What follows belongs to an exercise in optimizing a design on an open flow for small area, a short achievable clock period and few clock cycles; a production flow would make more cautious choices. In this exercise RTL edits were held to simulation tests only and were not proved equivalent to the original. No activity file was given, so power comes from the tool's default toggle rates.

File: flow/design.v
package tcprc_pkg;
  localparam int unsigned PACKET_BYTES = 1024;
  localparam int unsigned Q_W    = 32;
  localparam int unsigned ACK_W  = 32;
  localparam int unsigned XFER_W = 48;
  localparam int unsigned DUP_W  = 8;
  localparam int unsigned K_W    = 33;
  localparam logic [Q_W-1:0] ONE_Q        = 32'h0001_0000;
  localparam logic [Q_W-1:0] RESET_WINDOW = 32'h0004_0000;
  localparam logic [Q_W-1:0] RESET_THRESH = 32'h0040_0000;
  localparam logic [Q_W-1:0] MIN_THRESH   = 32'h0002_0000;
  localparam logic [Q_W-1:0] FR_FLOOR     = 32'h0004_0000;
  localparam logic [Q_W-1:0] FR_INFLATE   = 32'h0003_0000;
  localparam logic [DUP_W-1:0] DUP_TRIGGER = 8'd3;
  localparam logic [DUP_W-1:0] DUP_MAX     = 8'd255;
  typedef enum logic [1:0] {
    PH_SLOW_START    = 2'd0,
    PH_CONG_AVOID    = 2'd1,
    PH_FAST_RECOVERY = 2'd2
  } phase_t;
  localparam int unsigned DIV_NUM_W = 18;
  localparam int unsigned DIV_DEN_W = 17;
  localparam int unsigned DIV_STEPS = DIV_NUM_W;
  localparam int unsigned DIV_CW    = $clog2(DIV_STEPS);
  typedef struct packed {
    logic                 start;
    logic [DIV_NUM_W-1:0] num;
    logic [DIV_DEN_W-1:0] den;
  } div_req_t;
  typedef struct packed {
    logic                 done;
    logic [DIV_NUM_W-1:0] quo;
  } div_rsp_t;
endpackage
import tcprc_pkg::*;
module tcprc_div (
  input  logic     clk,
  input  logic     rst_n,
  input  tcprc_pkg::div_req_t req,
  output tcprc_pkg::div_rsp_t rsp
);
  logic [DIV_DEN_W-1:0] rem_r;
  logic [DIV_NUM_W-1:0] quo_r;
  logic [DIV_DEN_W-1:0] den_r;
  logic [DIV_CW-1:0]    cnt_r;
  logic                 busy_r;
  logic                 done_r;
  logic [DIV_DEN_W:0]   partial;
  logic [DIV_DEN_W+1:0] diff;
  logic                 fits;
  assign partial = {rem_r, quo_r[DIV_NUM_W-1]};
  assign diff    = {1'b0, partial} - {2'b00, den_r};
  assign fits    = !diff[DIV_DEN_W+1];
  always_ff @(posedge clk) begin
    if (!rst_n) begin
      busy_r <= 1'b0;
      done_r <= 1'b0;
      cnt_r  <= '0;
    end else if (req.start) begin
      rem_r  <= '0;
      quo_r  <= req.num;
      den_r  <= req.den;
      cnt_r  <= '0;
      busy_r <= 1'b1;
      done_r <= 1'b0;
    end else if (busy_r) begin
      rem_r <= fits ? diff[DIV_DEN_W-1:0] : partial[DIV_DEN_W-1:0];
      quo_r <= {quo_r[DIV_NUM_W-2:0], fits};
      cnt_r <= cnt_r + 1'b1;
      if (cnt_r == DIV_CW'(DIV_STEPS - 1)) begin
        busy_r <= 1'b0;
        done_r <= 1'b1;
      end
    end else begin
      done_r <= 1'b0;
    end
  end
  assign rsp.done = done_r;
  assign rsp.quo  = quo_r;
endmodule
import tcprc_pkg::*;
module tcp_reno_congestion_window_top (
  input  logic              clk,
  input  logic              rst_n,
  input  logic              cfg_wr_en,
  input  logic [47:0]       cfg_wr_data,    
  input  logic              in_tvalid,
  output logic              in_tready,
  input  logic [31:0]       in_tdata,       
  input  logic [0:0]        in_tuser,       
  output logic              out_tvalid,
  input  logic              out_tready,
  output logic [87:0]       out_tdata       
);
  typedef enum logic [3:0] {
    S_IDLE, S_EVAL, S_STEP, S_SS_ADD, S_CA_RECIP, S_CA_NEED, S_CA_MUL, S_CA_ADD, S_FIN
  } state_t;
  function automatic logic [Q_W-1:0] halve_floor2(input logic [Q_W-1:0] w);
    logic [Q_W-1:0] h;
    h = w >> 1;
    halve_floor2 = (h < MIN_THRESH) ? MIN_THRESH : h;
  endfunction
  function automatic logic [Q_W-1:0] sat34(input logic [Q_W+1:0] s);
    sat34 = (s[Q_W+1:Q_W] != 2'b00) ? '1 : s[Q_W-1:0];
  endfunction
  state_t              state_r, state_nxt;
  logic [Q_W-1:0]      w_r, w_nxt;
  logic [Q_W-1:0]      thr_r, thr_nxt;
  logic [DUP_W-1:0]    dup_r, dup_nxt;
  logic [ACK_W-1:0]    base_r, base_nxt;
  tcprc_pkg::phase_t   phase_r, phase_nxt;
  logic                fin_r, fin_nxt;
  logic                rtx_r, rtx_nxt;
  logic [XFER_W-1:0]   xfer_r;
  logic                act_r, act_nxt;
  logic [ACK_W-1:0]    ack_r, ack_nxt;
  logic [K_W-1:0]      k_r, k_nxt;
  logic [DIV_NUM_W-1:0] t_r, t_nxt;
  logic [DIV_DEN_W-1:0] d_r, d_nxt;
  logic [DIV_NUM_W+DIV_DEN_W-1:0] prod_r, prod_nxt;
  logic                ss_last_r, ss_last_nxt;
  logic                out_valid_r, out_valid_nxt;
  logic [87:0]         out_data_r, out_data_nxt;
  tcprc_pkg::div_req_t div_req;
  tcprc_pkg::div_rsp_t div_rsp;
  logic [XFER_W:0]     ack_bytes;
  logic                final_hit;
  logic [DUP_W-1:0]    dup_inc;
  logic [Q_W-1:0]      thr_h;
  logic [16:0]         ss_need;
  logic [15:0]         n_eff;
  logic [15:0]         n_inc;
  logic [K_W-1:0]      need_num;
  logic [Q_W+1:0]      sum_w;
  tcprc_div u_div (
    .clk   (clk),
    .rst_n (rst_n),
    .req   (div_req),
    .rsp   (div_rsp)
  );
  assign ack_bytes = (XFER_W+1)'(ack_r) * (XFER_W+1)'(PACKET_BYTES);
  assign final_hit = ack_bytes >= {1'b0, xfer_r};
  assign dup_inc   = (dup_r == DUP_MAX) ? dup_r : dup_r + 1'b1;
  assign thr_h     = halve_floor2(w_r);
  always_comb begin
    logic [K_W-1:0] up;
    up = K_W'(thr_r - w_r) + K_W'(ONE_Q - 32'd1);
    ss_need = (w_r < thr_r) ? up[K_W-1:16] : 17'd1;
  end
  assign n_eff = (w_r[31:16] == 16'd0) ? 16'd1 : w_r[31:16];
  assign n_inc = n_eff + 16'd1;
  assign need_num = {1'b0, n_inc, 16'h0000} - {1'b0, w_r}
                  + K_W'(div_rsp.quo[DIV_DEN_W-1:0]) - K_W'(1);
  assign in_tready  = (state_r == S_IDLE);
  assign out_tvalid = out_valid_r;
  assign out_tdata  = out_data_r;
  always_comb begin
    state_nxt     = state_r;
    w_nxt         = w_r;
    thr_nxt       = thr_r;
    dup_nxt       = dup_r;
    base_nxt      = base_r;
    phase_nxt     = phase_r;
    fin_nxt       = fin_r;
    rtx_nxt       = rtx_r;
    act_nxt       = act_r;
    ack_nxt       = ack_r;
    k_nxt         = k_r;
    t_nxt         = t_r;
    d_nxt         = d_r;
    prod_nxt      = prod_r;
    ss_last_nxt   = ss_last_r;
    out_data_nxt  = out_data_r;
    out_valid_nxt = out_valid_r && !out_tready;
    div_req       = '0;
    sum_w         = '0;
    unique case (state_r)
      S_IDLE: begin
        if (in_tvalid) begin
          act_nxt   = in_tuser[0];
          ack_nxt   = in_tdata;
          state_nxt = S_EVAL;
        end
      end
      S_EVAL: begin
        rtx_nxt   = 1'b0;
        state_nxt = S_FIN;
        if (fin_r) begin
        end else if (act_r) begin
          thr_nxt   = thr_h;
          w_nxt     = ONE_Q;
          dup_nxt   = '0;
          phase_nxt = PH_SLOW_START;
          rtx_nxt   = 1'b1;
        end else if (final_hit) begin
          fin_nxt = 1'b1;
        end else if (ack_r >= base_r) begin
          k_nxt     = K_W'(ack_r - base_r) + K_W'(1);
          dup_nxt   = '0;
          base_nxt  = ack_r + 32'd1;
          state_nxt = S_STEP;
        end else if (ack_r == base_r - 32'd1) begin
          dup_nxt = dup_inc;
          if (phase_r == PH_FAST_RECOVERY) begin
            w_nxt = sat34((Q_W+2)'(w_r) + (Q_W+2)'(ONE_Q));
          end else if (dup_inc == DUP_TRIGGER) begin
            thr_nxt   = thr_h;
            w_nxt     = sat34((Q_W+2)'(thr_h) + (Q_W+2)'(FR_INFLATE));
            phase_nxt = PH_FAST_RECOVERY;
            rtx_nxt   = 1'b1;
          end
        end
      end
      S_STEP: begin
        if (k_r == '0) begin
          state_nxt = S_FIN;
        end else begin
          unique case (phase_r)
            PH_FAST_RECOVERY: begin
              w_nxt     = (thr_r < FR_FLOOR) ? FR_FLOOR : thr_r;
              phase_nxt = PH_CONG_AVOID;
              k_nxt     = k_r - K_W'(1);
            end
            PH_SLOW_START: begin
              if (k_r < K_W'(ss_need)) begin
                t_nxt       = k_r[DIV_NUM_W-1:0];
                ss_last_nxt = 1'b0;
              end else begin
                t_nxt       = DIV_NUM_W'(ss_need);
                ss_last_nxt = 1'b1;
              end
              state_nxt = S_SS_ADD;
            end
            PH_CONG_AVOID: begin
              if (n_eff == 16'hFFFF) begin
                w_nxt = sat34((Q_W+2)'(w_r) + (Q_W+2)'(k_r));
                k_nxt = '0;
              end else begin
                div_req.start = 1'b1;
                div_req.num   = DIV_NUM_W'(ONE_Q);
                div_req.den   = DIV_DEN_W'(n_eff);
                state_nxt     = S_CA_RECIP;
              end
            end
            default: state_nxt = S_FIN;
          endcase
        end
      end
      S_SS_ADD: begin
        sum_w = (Q_W+2)'(w_r) + (Q_W+2)'({t_r, 16'h0000});
        w_nxt = sat34(sum_w);
        k_nxt = k_r - K_W'(t_r);
        if (ss_last_r || sat34(sum_w) >= thr_r) begin
          phase_nxt = PH_CONG_AVOID;
        end
        state_nxt = S_STEP;
      end
      S_CA_RECIP: begin
        if (div_rsp.done) begin
          d_nxt         = div_rsp.quo[DIV_DEN_W-1:0];
          div_req.start = 1'b1;
          div_req.num   = need_num[DIV_NUM_W-1:0];
          div_req.den   = div_rsp.quo[DIV_DEN_W-1:0];
          state_nxt     = S_CA_NEED;
        end
      end
      S_CA_NEED: begin
        if (div_rsp.done) begin
          t_nxt     = (k_r < K_W'(div_rsp.quo)) ? k_r[DIV_NUM_W-1:0] : div_rsp.quo;
          state_nxt = S_CA_MUL;
        end
      end
      S_CA_MUL: begin
        prod_nxt  = (DIV_NUM_W+DIV_DEN_W)'(t_r) * (DIV_NUM_W+DIV_DEN_W)'(d_r);
        state_nxt = S_CA_ADD;
      end
      S_CA_ADD: begin
        sum_w     = (Q_W+2)'(w_r) + (Q_W+2)'(prod_r);
        w_nxt     = sat34(sum_w);
        k_nxt     = k_r - K_W'(t_r);
        state_nxt = S_STEP;
      end
      S_FIN: begin
        if (!out_valid_r || out_tready) begin
          out_data_nxt  = {4'b0000, fin_r, rtx_r, base_r, phase_r, thr_r, w_r[31:16]};
          out_valid_nxt = 1'b1;
          state_nxt     = S_IDLE;
        end
      end
      default: state_nxt = S_IDLE;
    endcase
  end
  always_ff @(posedge clk) begin
    if (!rst_n) begin
      state_r     <= S_IDLE;
      w_r         <= RESET_WINDOW;
      thr_r       <= RESET_THRESH;
      dup_r       <= '0;
      base_r      <= 32'd1;
      phase_r     <= PH_SLOW_START;
      fin_r       <= 1'b0;
      rtx_r       <= 1'b0;
      out_valid_r <= 1'b0;
      xfer_r      <= '0;
    end else begin
      state_r     <= state_nxt;
      w_r         <= w_nxt;
      thr_r       <= thr_nxt;
      dup_r       <= dup_nxt;
      base_r      <= base_nxt;
      phase_r     <= phase_nxt;
      fin_r       <= fin_nxt;
      rtx_r       <= rtx_nxt;
      out_valid_r <= out_valid_nxt;
      if (cfg_wr_en) begin
        xfer_r <= cfg_wr_data;
      end
    end
    act_r      <= act_nxt;
    ack_r      <= ack_nxt;
    k_r        <= k_nxt;
    t_r        <= t_nxt;
    d_r        <= d_nxt;
    prod_r     <= prod_nxt;
    ss_last_r  <= ss_last_nxt;
    out_data_r <= out_data_nxt;
  end
endmodule
File: flow/run.sh
#!/bin/bash
# synth_recipe.tcl (not shown) runs the flow's synth.tcl, then flattens the netlist and writes it again
# the make line also repeats each setting of config.mk as NAME=value (left out here)
make -C /OpenROAD-flow-scripts/flow DESIGN_CONFIG=/design/flow/config.mk WORK_HOME=/design/flow/orfs CLKGATE_MAP_FILE= SYNTH_SCRIPT=/design/flow/synth_recipe.tcl finish
File: flow/constraint.sdc
create_clock -name core_clock -period 8.5 [get_ports {clk}]
set_input_delay 1.7000 -clock core_clock [delete_from_list [all_inputs] [get_ports {clk}]]
set_output_delay 1.7000 -clock core_clock [all_outputs]
set_load 0.01 [all_outputs]
File: flow/config.mk
export PLATFORM = sky130hd
export DESIGN_NAME = tcp_reno_congestion_window_top
export DESIGN_NICKNAME = tcp_reno_congestion_window_top
export VERILOG_FILES = /design/flow/design.v
export SDC_FILE = /design/flow/constraint.sdc
export NUM_CORES = 4
export LEC_CHECK = 0
export CAP_MARGIN = 20
export CORE_MARGIN = 2
export CORE_UTILIZATION = 40
export SLEW_MARGIN = 20
==> flow_summary.ini <==
[synthesis]
syn_area_per_cell_um2 = 8.95
yosysSeqAreaShare_pct = 26.3
synth_edf_count = 271
yosys_warnings = 2
netlist_area_mm2 = 0.0437
synthArstFlopShare_pct = 0
synth_cells = 4881
ys_ff_latch = 438
synth_cell_type_count = 98
ys.flop_type = edfxtp_1

[timing]
min_period_over_period_pct = 89.5
setup_tns_ns = 0
drv_slew = 0
setup_viol = 0
slew_headroom_pct = 19.4
max_freq_mhz = 131
rsz0062_at_grt = no
tightestPinTransition_ns = 1.19
fin_crit_ns = 7.61
clock_skew_ns = 0.0918
whs_ns = 0.440
hold_viol = 0

[clock_tree]
clk_pin_slew_worst_paths_ns = 0.06
cts_buffer_depth = 3
clk_latency_ns = 0.71
clock_sinks = 438
cts-hold-fix-buffers = 0
numCtsBuffers = 56
postCtsSetupBuffers = 0
cts.repair.resized = 0
ctsRootBufferMaster = clkbuf_16
htree_levels = 2
cts_tree = built

[pwr]
power_density_mw_per_mm2 = 257
peakVddDrop_v = 0.000261
p_leak_nw = 20.8

[critical_path]
critPathKind = register to register
cp_max_fo = 19
arrival_ns = 7.98
required_ns = 8.87
startpoint_type = register
end_kind = register

[routing]
dr_wl_met3_um = 9220
vias_per_cell = 5.72
wirelength_um = 140000
drtAntennaViolNets = 0
post-route-drc-count = 0
top_layer = met5
via_count = 36900
dr.pass1.iters = 6
wl_per_cell_um = 21.6
drt_iter0_drc = 3057
met2_length_um = 65400
m1WireLength_um = 57600

[grt]
grt_max_degree = 86
first_global_vias = 36600
antenna_found_initial = 3
grt_overflow = 0
grt_pass1_wl_um = 216000
grt.total_usage_pct = 24.7

[floorplanning]
die_area_mm2 = 0.112
die_w_um = 335
io_pins = 176
die_h_um = 335
initial_core_util_pct = 40.3
rows = 121
core_mm2 = 0.109

[finish]
utilization_pct = 45.1
multi_input_area_mm2 = 0.0293
regArea_mm2 = 0.0115
fillers = 10600
drive_above_1_share_pct = 5.18
finish.net_count = 5855
areaGrowthSynthToFinish_pct = 12.0

[outcome]
status = complete, no violations

[run]
maxCapViolCount = 0

[placed_design]
gp_congestion = 0.998
portBuffers = 170
dpl.hpwl_um = 109000

[min_path]
hold_path_class = register to register
-- state kept, by name, summed over array words and instances, names as in the netlist, 2 cells and up --
register and count:
xfer_r 48, u_div.den_r 17, prod_r 34, w_r 32, d_r 17, dup_r 8, u_div.cnt_r 5, phase_r 2
t_r 18, out_data_r 83, state_r 4, thr_r 31, u_div.quo_r 18, k_r 33, ack_r 32, u_div.rem_r 17
base_r 32
-- through the flow --
step,power [mW],cell area [um2],std cells,setup slack [ns]
3_3_place_gp,10.0,47000,6348,1.15
6_report,12.6,48900,6456,0.891
5_1_grt,13.5,48900,6455,0.527
2_1_floorplan,7.85,43700,4885,1.81
3_5_place_dp,10.1,47000,6348,1.00
4_1_cts,12.6,48900,6454,0.912
-- worst paths after layout --
path	startpoint	to	slack [ns]	cells after the start
max	t_r[6]	prod_r[32]	0.89	22
min	rtx_r	out_data_r[82]	0.44	0
max reg2reg	t_r[6]	prod_r[32]	0.89	22
min reg2reg	rtx_r	out_data_r[82]	0.44	0
-- per-layer routing --
metal	vias to the layer above	track usage, %
met1	18000	31.2
met4	2	11.3
li1	17300	-
met3	311	4.18
met5	-	0
met2	1300	41.3
-- layout make-up --
cell class | instances | area share [%]
Antenna cell | 1 | 0.00511
Clock buffer | 61 | 2.99
Clock inverter | 45 | 0.895
Inverter | 588 | 4.52
Multi-Input combinational cell | 3663 | 59.9
Sequential cell | 438 | 23.5
Tap cell | 1414 | 3.62
Timing Repair Buffer | 246 | 4.66
-- report_power, final --
| part | switching [mW] | internal [mW] |
|---|---|---|
| Clock | 1.11 | 1.36 |
| Combinational | 4.23 | 2.80 |
| Sequential | 0.408 | 2.66 |
-- worst max-delay path, cell delays in order, from the launching register on --
cell and delay (ns):
edfxtp_1 0.91, nand2_1 0.17, fa_1 0.55, inv_1 0.05
fa_1 0.50, fa_1 0.52, inv_1 0.05, fa_1 0.46
fa_1 0.54, inv_1 0.05, fa_1 0.48, ha_1 0.37
a21oi_1 0.18, nand2_1 0.07, a21oi_1 0.31, nor3b_1 0.31
a211oi_1 0.18, o21a_1 0.30, a211oi_1 0.66, o211a_1 0.28
o21bai_1 0.08, a21oi_1 0.18, xnor2_1 0.08
-- synth_stat cells, types with 33 or more instances --
master	count	share of area, %
inv_1	584	5.0
ha_1	515	15
nand2_1	479	4.1
nor2_1	318	2.7
edfxtp_1	271	19
fa_1	261	12
a21oi_1	250	2.9
o21ai_0	213	2.4
xnor2_1	194	3.9
clkbuf_1	170	1.5
dfxtp_1	167	7.7
nand3_1	121	1.4
and2_1	115	1.6
a21o_1	102	1.8
xor2_1	87	1.7
nor3_1	77	0.88
mux2i_1	75	1.7
a211oi_1	73	1.3
nand4_1	61	0.87
nand2b_1	46	0.66
nor2b_1	46	0.66
and3_1	44	0.63
o221ai_1	37	0.74
o211ai_1	33	0.57
-- kinds of logic (layout without fill, tap and decap cells) --
logic type      count (synthesis)  in the layout  share of synthesized area (%)
mux                            78             78                           1.80
fa+ha+maj                     776            776                           26.7
simple gates                 1446           1446                           15.9
flops                         438            438                           26.3
xor+xnor                      281            281                           5.63
buf+inv                       784            940                           6.89
other cells                     1              6                        0.00858
compound gates               1077           1077                           16.8
-- placed cells by master (no fill, tap or decap), types with 17 or more instances in the layout --
cell,instances
o21bai_1,23
or2_2,23
nand3_1,121
clkbuf_16,57
fa_1,261
a31oi_1,26
nor4_1,31
o221a_2,22
o21ai_0,213
nand2b_1,46
xnor2_1,194
nand2_1,479
o41ai_1,20
xor2_1,87
mux2i_1,75
and3_1,43
o21a_1,31
nor2_1,313
a21oi_1,250
a21o_1,102
nor3_1,75
nor2b_1,46
inv_1,583
nand4_1,61
dfxtp_1,167
a221o_1,20
a211oi_1,73
ha_1,515
or3_1,26
edfxtp_1,271
and2_1,115
buf_4,75
a211o_1,17
o22ai_1,29
clkdlybuf4s50_1,168
o221ai_1,37
o211ai_1,33
o31ai_1,32
Testbench counts, summed over its fixed seeds: cycles 487,078.

## static timing again, ports no longer ideal
Ports are ideal in the flow. The routed layout listed here was re-timed in OpenROAD.
Step 1 sets driving cells, clkbuf_16 on the clock port and buf_2 on the other inputs (assumed; they add their load-dependent delay and slew).
Step 2 times the ports against the registers' clock, not the clock port: input delays grow and output delays shrink by t, the midpoint of the rising clock arrivals with the driver on.
Slacks: no drivers / after step 1 / after step 2; pairs: no drivers / after step 1.
t, ns: 0.727
slack for setup (ns): 0.891 / 0.891 / 0.891
worst data-port slew with drivers (ns): 0.07
After both steps setup and hold are still met in this run. For this run, drivers alone change the setup slack by 0.000 ns; drivers and shift together by 0.000 ns.
